Source: an optimization exercise on an open RTL-to-GDS flow (aim: small area and a short achievable clock period). Production flows keep margins and buffers that such runs may drop.
The RTL was checked by simulation tests, not by an equivalence proof against the original design.
Power figures rest on the tool's default switching activity, not on a simulated workload.

===== flow/design.v =====
`timescale 1ns/1ps
package irq_pkg;
    localparam int DATA_W = 32;
    localparam int KEY_W  = 8;
    localparam int ADDR_W = 8;
    localparam int NUM_IRQ_TYPES = 4;
    localparam int TYPE_W        = $clog2(NUM_IRQ_TYPES);
    typedef logic [TYPE_W-1:0] irq_type_t;
    localparam irq_type_t IRQ_TYPE_KEY = irq_type_t'(0);
    typedef struct packed {
        irq_type_t         irq_type;
        logic [DATA_W-1:0] value;
    } irq_entry_t;
    localparam int KEY_FIFO_DEPTH  = 5;
    localparam int IRQ_QUEUE_DEPTH = 10;
    localparam logic [ADDR_W-1:0] REG_CODE_BASE = 8'h00;
    localparam logic [ADDR_W-1:0] REG_STATUS    = 8'h04;
    localparam logic [ADDR_W-1:0] REG_ISR_ADDR  = 8'h08;
    localparam logic [ADDR_W-1:0] REG_ISR_VALUE = 8'h0C;
    localparam logic [ADDR_W-1:0] REG_SW_RAISE  = 8'h10;
    localparam logic [ADDR_W-1:0] REG_EOI       = 8'h14;
    localparam logic [ADDR_W-1:0] REG_VECTOR_0  = 8'h20;
    localparam int STAT_IN_SERVICE = 0;
    localparam int STAT_Q_EMPTY    = 1;
    localparam int STAT_OVERFLOW   = 2;
endpackage
`timescale 1ns/1ps
module sync_fifo #(
    parameter int  WIDTH = 8,
    parameter int  DEPTH = 4
) (
    input  logic clk_i,
    input  logic rst_n_i,
    input  logic wr_i,
    input  logic [WIDTH-1:0] data_i,
    input  logic rd_i,
    output logic [WIDTH-1:0] data_o,
    output logic empty_o,
    output logic full_o
);
    localparam int PTR_W = (DEPTH > 1) ? $clog2(DEPTH) : 1;
    localparam int CNT_W = $clog2(DEPTH + 1);
    localparam logic [PTR_W-1:0] LAST_PTR = PTR_W'(DEPTH - 1);
    logic [WIDTH-1:0] mem [DEPTH];
    logic [PTR_W-1:0] wr_ptr;
    logic [PTR_W-1:0] rd_ptr;
    logic [CNT_W-1:0] count;
    logic             do_wr;
    logic             do_rd;
    assign empty_o = (count == '0);
    assign full_o  = (count == CNT_W'(DEPTH));
    assign do_wr   = wr_i && !full_o;
    assign do_rd   = rd_i && !empty_o;
    assign data_o = mem[rd_ptr];
    always_ff @(posedge clk_i)
    begin
        if (do_wr)
        begin
            mem[wr_ptr] <= data_i;
        end
    end
    always_ff @(posedge clk_i)
    begin
        if (!rst_n_i)
        begin
            wr_ptr <= '0;
            rd_ptr <= '0;
            count  <= '0;
        end
        else
        begin
            if (do_wr)
            begin
                wr_ptr <= (wr_ptr == LAST_PTR) ? '0 : wr_ptr + 1'b1;
            end
            if (do_rd)
            begin
                rd_ptr <= (rd_ptr == LAST_PTR) ? '0 : rd_ptr + 1'b1;
            end
            case ({do_wr, do_rd})
                2'b10:   count <= count + 1'b1;
                2'b01:   count <= count - 1'b1;
                default: count <= count;
            endcase
        end
    end
endmodule
`timescale 1ns/1ps
module irq_source
(
    input  logic              clk_i,
    input  logic              rst_n_i,
    input  logic              key_valid_i,
    input  logic [irq_pkg::KEY_W-1:0]  key_code_i,
    input  logic              sw_req_i,
    input  irq_pkg::irq_type_t         sw_type_i,
    input  logic [irq_pkg::DATA_W-1:0] sw_value_i,
    input  logic              q_full_i,
    output logic              sw_ack_o,
    output logic              q_wr_o,
    output irq_pkg::irq_entry_t        q_entry_o,
    output logic              overflow_o
);
    typedef enum logic [0:0] {
        SRC_IDLE,
        SRC_KEY_WRITE
    } src_state_t;
    src_state_t       state;
    logic             key_wr;
    logic             key_rd;
    logic             key_empty;
    logic             key_full;
    logic [irq_pkg::KEY_W-1:0] key_head;
    logic [irq_pkg::KEY_W-1:0] key_byte;
    assign key_wr = key_valid_i && !key_full;
    sync_fifo #(
        .WIDTH (irq_pkg::KEY_W),
        .DEPTH (irq_pkg::KEY_FIFO_DEPTH)
    ) key_fifo_inst (
        .clk_i   (clk_i),
        .rst_n_i (rst_n_i),
        .wr_i    (key_wr),
        .data_i  (key_code_i),
        .rd_i    (key_rd),
        .data_o  (key_head),
        .empty_o (key_empty),
        .full_o  (key_full)
    );
    always_comb
    begin
        key_rd             = 1'b0;
        sw_ack_o           = 1'b0;
        q_wr_o             = 1'b0;
        q_entry_o.irq_type = sw_type_i;
        q_entry_o.value    = sw_value_i;
        case (state)
            SRC_IDLE:
            begin
                if (!q_full_i)
                begin
                    if (!key_empty)
                    begin
                        key_rd = 1'b1;
                    end
                    else if (sw_req_i)
                    begin
                        q_wr_o   = 1'b1;
                        sw_ack_o = 1'b1;
                    end
                end
            end
            SRC_KEY_WRITE:
            begin
                q_entry_o.irq_type = irq_pkg::IRQ_TYPE_KEY;
                q_entry_o.value    = {{(irq_pkg::DATA_W - irq_pkg::KEY_W){1'b0}}, key_byte};
                q_wr_o             = !q_full_i;
            end
            default:
            begin
                q_wr_o = 1'b0;
            end
        endcase
    end
    always_ff @(posedge clk_i)
    begin
        if (!rst_n_i)
        begin
            state      <= SRC_IDLE;
            overflow_o <= 1'b0;
        end
        else
        begin
            if (key_rd)
            begin
                state <= SRC_KEY_WRITE;
            end
            else if (state == SRC_KEY_WRITE && q_wr_o)
            begin
                state <= SRC_IDLE;
            end
            if (key_valid_i && key_full)
            begin
                overflow_o <= 1'b1;
            end
        end
    end
    always_ff @(posedge clk_i)
    begin
        if (key_rd)
        begin
            key_byte <= key_head;
        end
    end
endmodule
`timescale 1ns/1ps
module irq_dispatcher
(
    input  logic       clk_i,
    input  logic       rst_n_i,
    input  logic       q_empty_i,
    input  irq_pkg::irq_entry_t q_entry_i,
    input  logic       eoi_i,
    output logic       q_rd_o,
    output logic       in_service_o,
    output irq_pkg::irq_entry_t active_o
);
    typedef enum logic [1:0] {
        DSP_READ,
        DSP_WAIT,
        DSP_CAPTURE
    } dsp_state_t;
    dsp_state_t state;
    assign q_rd_o = (state == DSP_READ) && !in_service_o && !q_empty_i;
    always_ff @(posedge clk_i)
    begin
        if (!rst_n_i)
        begin
            state        <= DSP_READ;
            in_service_o <= 1'b0;
        end
        else
        begin
            case (state)
                DSP_READ:
                begin
                    if (q_rd_o)
                    begin
                        state <= DSP_WAIT;
                    end
                end
                DSP_WAIT:
                begin
                    state <= DSP_CAPTURE;
                end
                DSP_CAPTURE:
                begin
                    state <= DSP_READ;
                end
                default:
                begin
                    state <= DSP_READ;
                end
            endcase
            if (state == DSP_CAPTURE)
            begin
                in_service_o <= 1'b1;
            end
            else if (eoi_i)
            begin
                in_service_o <= 1'b0;
            end
        end
    end
    always_ff @(posedge clk_i)
    begin
        if (q_rd_o)
        begin
            active_o <= q_entry_i;
        end
    end
endmodule
`timescale 1ns/1ps
module irq_apb_regs
(
    input  logic              clk_i,
    input  logic              rst_n_i,
    input  logic              psel_i,
    input  logic              penable_i,
    input  logic              pwrite_i,
    input  logic [irq_pkg::ADDR_W-1:0] paddr_i,
    input  logic [irq_pkg::DATA_W-1:0] pwdata_i,
    output logic [irq_pkg::DATA_W-1:0] prdata_o,
    output logic              pready_o,
    output logic              pslverr_o,
    input  logic              in_service_i,
    input  logic              q_empty_i,
    input  logic              overflow_i,
    input  irq_pkg::irq_entry_t        active_i,
    input  logic              sw_ack_i,
    output logic              sw_req_o,
    output irq_pkg::irq_type_t         sw_type_o,
    output logic [irq_pkg::DATA_W-1:0] sw_value_o,
    output logic              eoi_o
);
    logic [irq_pkg::DATA_W-1:0] code_base;
    logic [irq_pkg::DATA_W-1:0] vectors [irq_pkg::NUM_IRQ_TYPES];
    logic [irq_pkg::DATA_W-1:0] isr_addr;
    logic [irq_pkg::ADDR_W-1:0] vec_off;
    logic              vec_hit;
    irq_pkg::irq_type_t         vec_idx;
    logic              addr_ok;
    logic              access;
    logic              wr_en;
    assign vec_off = paddr_i - irq_pkg::REG_VECTOR_0;
    assign vec_hit = (paddr_i >= irq_pkg::REG_VECTOR_0) && (vec_off[1:0] == 2'b00)
                     && (vec_off[irq_pkg::ADDR_W-1:2] < (irq_pkg::ADDR_W - 2)'(irq_pkg::NUM_IRQ_TYPES));
    assign vec_idx = vec_off[irq_pkg::TYPE_W+1:2];
    assign isr_addr = code_base + vectors[active_i.irq_type];
    always_comb
    begin
        prdata_o = '0;
        addr_ok  = 1'b1;
        case (paddr_i)
            irq_pkg::REG_CODE_BASE: prdata_o = code_base;
            irq_pkg::REG_STATUS:
            begin
                prdata_o[irq_pkg::STAT_IN_SERVICE] = in_service_i;
                prdata_o[irq_pkg::STAT_Q_EMPTY]    = q_empty_i;
                prdata_o[irq_pkg::STAT_OVERFLOW]   = overflow_i;
            end
            irq_pkg::REG_ISR_ADDR:  prdata_o = isr_addr;
            irq_pkg::REG_ISR_VALUE: prdata_o = active_i.value;
            irq_pkg::REG_SW_RAISE:  prdata_o = '0;
            irq_pkg::REG_EOI:       prdata_o = '0;
            default:
            begin
                addr_ok = vec_hit;
                if (vec_hit)
                begin
                    prdata_o = vectors[vec_idx];
                end
            end
        endcase
    end
    assign access = psel_i && penable_i;
    assign pready_o  = !(access && pwrite_i && (paddr_i == irq_pkg::REG_SW_RAISE)
                         && sw_req_o && !sw_ack_i);
    assign pslverr_o = access && !addr_ok;
    assign wr_en     = access && pwrite_i && pready_o && addr_ok;
    assign eoi_o     = wr_en && (paddr_i == irq_pkg::REG_EOI);
    always_ff @(posedge clk_i)
    begin
        if (!rst_n_i)
        begin
            code_base <= '0;
            sw_req_o  <= 1'b0;
            for (int i = 0; i < irq_pkg::NUM_IRQ_TYPES; i++)
            begin
                vectors[i] <= '0;
            end
        end
        else
        begin
            if (wr_en && paddr_i == irq_pkg::REG_CODE_BASE)
            begin
                code_base <= pwdata_i;
            end
            if (wr_en && vec_hit)
            begin
                vectors[vec_idx] <= pwdata_i;
            end
            if (wr_en && paddr_i == irq_pkg::REG_SW_RAISE)
            begin
                sw_req_o <= 1'b1;
            end
            else if (sw_ack_i)
            begin
                sw_req_o <= 1'b0;
            end
        end
    end
    always_ff @(posedge clk_i)
    begin
        if (wr_en && paddr_i == irq_pkg::REG_SW_RAISE)
        begin
            sw_type_o  <= pwdata_i[irq_pkg::TYPE_W-1:0];
            sw_value_o <= irq_pkg::DATA_W'(pwdata_i[irq_pkg::DATA_W-1:irq_pkg::TYPE_W]);
        end
    end
endmodule
`timescale 1ns/1ps
module irq_ctrl_top
(
    input  logic              CLOCK_50,
    input  logic              rst_n_i,
    input  logic              key_valid_i,
    input  logic [irq_pkg::KEY_W-1:0]  key_code_i,
    input  logic              psel_i,
    input  logic              penable_i,
    input  logic              pwrite_i,
    input  logic [irq_pkg::ADDR_W-1:0] paddr_i,
    input  logic [irq_pkg::DATA_W-1:0] pwdata_i,
    output logic [irq_pkg::DATA_W-1:0] prdata_o,
    output logic              pready_o,
    output logic              pslverr_o,
    output logic              irq_o
);
    logic              q_wr;
    irq_pkg::irq_entry_t        q_entry;
    logic              q_full;
    logic              q_rd;
    irq_pkg::irq_entry_t        q_head;
    logic              q_empty;
    irq_pkg::irq_entry_t        active;
    logic              eoi;
    logic              sw_req;
    irq_pkg::irq_type_t         sw_type;
    logic [irq_pkg::DATA_W-1:0] sw_value;
    logic              sw_ack;
    logic              overflow;
    irq_source irq_source_inst (
        .clk_i       (CLOCK_50),
        .rst_n_i     (rst_n_i),
        .key_valid_i (key_valid_i),
        .key_code_i  (key_code_i),
        .sw_req_i    (sw_req),
        .sw_type_i   (sw_type),
        .sw_value_i  (sw_value),
        .q_full_i    (q_full),
        .sw_ack_o    (sw_ack),
        .q_wr_o      (q_wr),
        .q_entry_o   (q_entry),
        .overflow_o  (overflow)
    );
    sync_fifo #(
        .WIDTH (irq_pkg::TYPE_W + irq_pkg::DATA_W),
        .DEPTH (irq_pkg::IRQ_QUEUE_DEPTH)
    ) irq_queue_inst (
        .clk_i   (CLOCK_50),
        .rst_n_i (rst_n_i),
        .wr_i    (q_wr),
        .data_i  (q_entry),
        .rd_i    (q_rd),
        .data_o  (q_head),
        .empty_o (q_empty),
        .full_o  (q_full)
    );
    irq_dispatcher irq_dispatcher_inst (
        .clk_i        (CLOCK_50),
        .rst_n_i      (rst_n_i),
        .q_empty_i    (q_empty),
        .q_entry_i    (q_head),
        .eoi_i        (eoi),
        .q_rd_o       (q_rd),
        .in_service_o (irq_o),
        .active_o     (active)
    );
    irq_apb_regs irq_apb_regs_inst (
        .clk_i        (CLOCK_50),
        .rst_n_i      (rst_n_i),
        .psel_i       (psel_i),
        .penable_i    (penable_i),
        .pwrite_i     (pwrite_i),
        .paddr_i      (paddr_i),
        .pwdata_i     (pwdata_i),
        .prdata_o     (prdata_o),
        .pready_o     (pready_o),
        .pslverr_o    (pslverr_o),
        .in_service_i (irq_o),
        .q_empty_i    (q_empty),
        .overflow_i   (overflow),
        .active_i     (active),
        .sw_ack_i     (sw_ack),
        .sw_req_o     (sw_req),
        .sw_type_o    (sw_type),
        .sw_value_o   (sw_value),
        .eoi_o        (eoi)
    );
endmodule

===== flow/run.sh =====
#!/bin/bash
# synth_recipe.tcl (not shown) runs the flow's synth.tcl, then flattens the netlist and writes it again
# the make line also repeats each setting of config.mk as NAME=value (left out here)
make -C /OpenROAD-flow-scripts/flow DESIGN_CONFIG=/design/flow/config.mk WORK_HOME=/design/flow/orfs CLKGATE_MAP_FILE= SYNTH_SCRIPT=/design/flow/synth_recipe.tcl finish

===== flow/config.mk =====
export PLATFORM = sky130hd
export DESIGN_NAME = irq_ctrl_top
export DESIGN_NICKNAME = irq_ctrl_top
export VERILOG_FILES = /design/flow/design.v
export SDC_FILE = /design/flow/constraint.sdc
export NUM_CORES = 4
export LEC_CHECK = 0
export CAP_MARGIN = 20
export CORE_MARGIN = 2
export CORE_UTILIZATION = 40
export SLEW_MARGIN = 20

===== flow/constraint.sdc =====
create_clock -name core_clock -period 5.5 [get_ports {CLOCK_50}]
set_input_delay 1.1000 -clock core_clock [delete_from_list [all_inputs] [get_ports {CLOCK_50}]]
set_output_delay 1.1000 -clock core_clock [all_outputs]
set_load 0.01 [all_outputs]

==> impl_metrics.ini <==
[outcome]
status = no timing/DRC/antenna violations

[global_routing]
antenna_found_initial = 1
grt_util_all_layers = 0.194
grt_max_degree = 70
grt_overflow = 0
grt_pass1_wl_um = 103000
first_global_vias = 16200

[worst_setup_path]
worstPathArrival_ns = 4.24
crit_top_cell = buf_4
worst-r2r-setup-slack_ns = 2.32
cp_num_buf_inv = 5
critPathMaxStageDelay_ns = 0.59
r2r.worst_path.cells = 10
required_ns = 4.40
start_kind = flop
worstSetupPathType = flop to output port
r2r_end = irq_queue_inst.count[3]
crit_path_end = prdata_o[14]
endpoint_kind = output port
worstReg2RegStart = irq_queue_inst.count[1]
crit_family = buffers and inverters
crit_chain = buf_12, mux4_2, ha_2, inv_1, fa_2, nand2b_1, a21o_1, a21bo_2, o211ai_1, buf_4, buf_4, xnor2_1, o21ai_1, clkdlybuf4s50_1
path_max_fanout = 10
cp_slowest_cell = clkdlybuf4s50_1
crit_start = irq_dispatcher_inst.active_o[32]
cp.depth = 14

[clocking]
numCtsBuffers = 59
root_buffer = clkbuf_16
clockBufferDepth = 3
cts-hold-fix-buffers = 0
htree_num_levels = 2
cts_tree = yes
clk_pin_slew_ns = 0.07
clock_sinks = 619
clock_latency_ns = 0.63

[sta]
worstMarginPinSlew_ns = 1.06
fin_crit_ns = 5.34
fin_hold_ws_ns = 0.477
maxSlewHeadroom = 0.296
grt_setup_unrepaired = yes
setup_slack_ns = 0.159
drv_slew = 0
final.period_utilization = 0.971
fmax_mhz = 187
fin_skew_ns = 0.0122
finalSetupViolations = 0
hold_viol = 0

[floorplanning]
die_w_um = 267
die-area_um2 = 71100
coreArea_um2 = 68500
rows = 96
start_util = 0.403
ios = 89
die_y_um = 267

[run]
drv_cap = 0

[finish]
fin_area_um2 = 32100
final_nets = 2004
final_layout_size_suffix_gt1_frac = 0.200
fillers = 5860
antenna_cells = 0
area_growth_syn_to_layout_pct = 16.1
final_core_util = 0.468

[routing]
wl_per_cell_um = 24.1
via_per_inst = 5.65
dr.first_iter.drc_count = 1209
dr.pass1.iters = 5
drc = 0
antenna_left = 0
wirelength_um = 68400
num_vias = 16000

[synthesis]
syn-instance-count = 1790
yosysSeqAreaShare = 0.652
netlist_area_um2 = 27600
yosysWarnings = 5
synth_cell_types = 67
ys.flop_type = edfxtp_1
synth_seq_cells = 619
synth_nets = 1887
synth_edf_count = 560
synth-async-reset-ratio = 0
syn_avg_cell_area_um2 = 15.4

[placed_design]
numPortBuffers = 88
dp_slack_ns = 0.301
placed_area_um2 = 29800
dp_hpwl_um = 41600
gp_congestion = 0.928

[power]
worst_ir_drop_vdd_mv = 0.226
p_leak_nw = 10.8
power.density_nw_per_um2 = 416

[worst_hold_path]
hp-class = flop to flop
## worst reg2reg max path, delay by kind of cell, from the launching register on
family | cells | cell delay [ns]
AOI/OAI and AO/OA | 3 | 0.52
adders and majority gates | 2 | 0.60
buffers and inverters | 1 | 0.33
xor gates and xnor gates | 1 | 0.10
and+or+nand+nor | 3 | 1.22
DFF | 1 | 0.35
## routing by layer
layer,part of all wire,vias up,GRT usage
met5,0,-,0
met4,0.022,0,0.0497
met3,0.057,95,0.0275
met2,0.49,501,0.325
met1,0.43,8248,0.266
li1,-,7184,-
## final cells by class
cell class	instances	area, um2	area share
Multi-Input combinational cell	1032	9280	0.290
Clock inverter	39	454	0.0142
Clock buffer	72	1590	0.0495
Tap cell	882	1100	0.0344
Sequential cell	619	18000	0.562
Inverter	29	109	0.00340
Timing Repair Buffer	166	1510	0.0472
## power by group
part           total, W  internal [W]  switching [W]
Clock           0.00426       0.00248        0.00178
Combinational   0.00309       0.00142        0.00167
Sequential      0.00598       0.00569       0.000287
## layout by cell type (no fill, tap or decap), drive strengths merged, types with 6 or more instances in the layout
cell type,count
a211oi,40
a21boi,42
a21o,12
a21oi,94
a22o,24
and2,112
and3,43
buf,81
bufinv,9
clkbuf,73
clkdlybuf4s50,71
clkinv,26
dfxtp,59
dlygate4sd2,8
edfxtp,560
ha,40
inv,31
mux2,19
mux2i,40
mux4,136
nand2,114
nand2b,8
nand3,17
nor2,31
nor2b,70
nor3,17
nor4,8
o211ai,6
o21a,6
o21ai,59
xnor2,17
xor2,17
## logic make-up after synthesis
group | synth area share
adder cells (fa/ha/maj) | 0.0203
AND/OR/NAND/NOR | 0.0867
buffers and inverters | 0.0207
multiplexers | 0.133
flip-flops | 0.652
XOR/XNOR | 0.0108
AO/OA/AOI/OAI | 0.0764
## state kept, by name (all words and copies together), names as in the netlist, 3 cells and up
register,cells
irq_apb_regs_inst.code_base,32
irq_apb_regs_inst.sw_value_o,30
irq_apb_regs_inst.vectors,128
irq_dispatcher_inst.active_o,32
irq_queue_inst.count,4
irq_queue_inst.mem,320
irq_queue_inst.rd_ptr,4
irq_queue_inst.wr_ptr,4
irq_source_inst.key_byte,8
irq_source_inst.key_fifo_inst.count,3
irq_source_inst.key_fifo_inst.mem,40
irq_source_inst.key_fifo_inst.rd_ptr,3
irq_source_inst.key_fifo_inst.wr_ptr,3
## timing repair
| action | CTS | global route |
|---|---|---|
| resized for setup | 24 | 27 |
| pin swaps | 5 | 3 |
| buffers inserted | 7 | 2 |
| endpoints found under the setup margin | 21 | 12 |
## worst min-delay path by stage
| stage | start | to | cells past startpoint |
|---|---|---|---|
| final | irq_dispatcher_inst.state[0] | irq_dispatcher_inst.state[1] | 2 |
| after global placement | irq_dispatcher_inst.state[0] | irq_dispatcher_inst.state[1] | 2 |
| after global routing | irq_apb_regs_inst.code_base[24] | irq_apb_regs_inst.code_base[24] | 2 |
| after floorplan | irq_dispatcher_inst.state[1] | irq_dispatcher_inst.state[1] | 1 |
| after detailed placement | irq_dispatcher_inst.state[0] | irq_dispatcher_inst.state[1] | 2 |
| after CTS | irq_dispatcher_inst.state[0] | irq_dispatcher_inst.state[1] | 2 |
## cell usage after synthesis (3+ instances only)
cell type | count | share of area
edfxtp_1 | 560 | 0.61
mux4_2 | 136 | 0.11
nand2_1 | 114 | 0.016
and2_1 | 112 | 0.025
a21oi_1 | 94 | 0.017
clkbuf_1 | 76 | 0.010
nor2b_1 | 70 | 0.016
dfxtp_1 | 59 | 0.043
and3_1 | 43 | 0.0097
a211oi_1 | 40 | 0.011
ha_1 | 40 | 0.018
mux2i_1 | 40 | 0.015
a21boi_1 | 33 | 0.0090
o21ai_0 | 33 | 0.0060
nor2_1 | 30 | 0.0041
inv_1 | 29 | 0.0039
o21ai_1 | 26 | 0.0047
a22o_1 | 24 | 0.0076
mux2_2 | 19 | 0.0078
nand3_1 | 17 | 0.0031
xnor2_1 | 17 | 0.0054
xor2_1 | 17 | 0.0054
buf_2 | 15 | 0.0027
buf_1 | 14 | 0.0019
nor3_1 | 13 | 0.0024
a21o_1 | 12 | 0.0033
a21boi_0 | 9 | 0.0024
nand2b_1 | 8 | 0.0018
nor4_1 | 7 | 0.0016
o21a_1 | 6 | 0.0016
a22oi_1 | 5 | 0.0014
o211ai_1 | 5 | 0.0014
o21bai_1 | 5 | 0.0014
or3_1 | 5 | 0.0011
nor3_2 | 4 | 0.0015
a211o_1 | 3 | 0.00095
a221o_1 | 3 | 0.0011
a221oi_1 | 3 | 0.00095
a31oi_1 | 3 | 0.00068
buf_6 | 3 | 0.0012
fa_1 | 3 | 0.0022
## through the flow
| step | total power (W) | setup TNS, ns | cells |
|---|---|---|---|
| 5_1_grt | 0.0139 | -0.0640 | 2839 |
| 2_1_floorplan | 0.00813 | 0 | 1790 |
| 4_1_cts | 0.0134 | -0.0258 | 2837 |
| 3_3_place_gp | 0.00901 | 0 | 2719 |
| 6_report | 0.0133 | 0 | 2839 |
| 3_5_place_dp | 0.00909 | 0 | 2719 |

## what the ideal ports hide
Ports are ideal in the flow. The routed layout listed here was re-timed in OpenROAD.
Step 1, drivers: a clkbuf_16 drives CLOCK_50 and a buf_2 each remaining input, both assumed.
Step 2 adds t to the input delays and takes it off the output delays; t is the mean of the earliest and latest rising clock arrival at the registers after step 1. Input paths then give back, and output paths get back, about the clock's delay inside the block.
Slacks: ideal / step 1 / step 2; pairs: ideal / step 1.
t (ns): 0.689
slack for setup (ns): 0.159 / 0.097 / 0.197
worst slew at a driven data input, ns: 0.08
After both steps setup and hold are still met in this run. For this run, drivers alone change the setup slack by -0.062 ns; drivers and shift together by +0.038 ns.
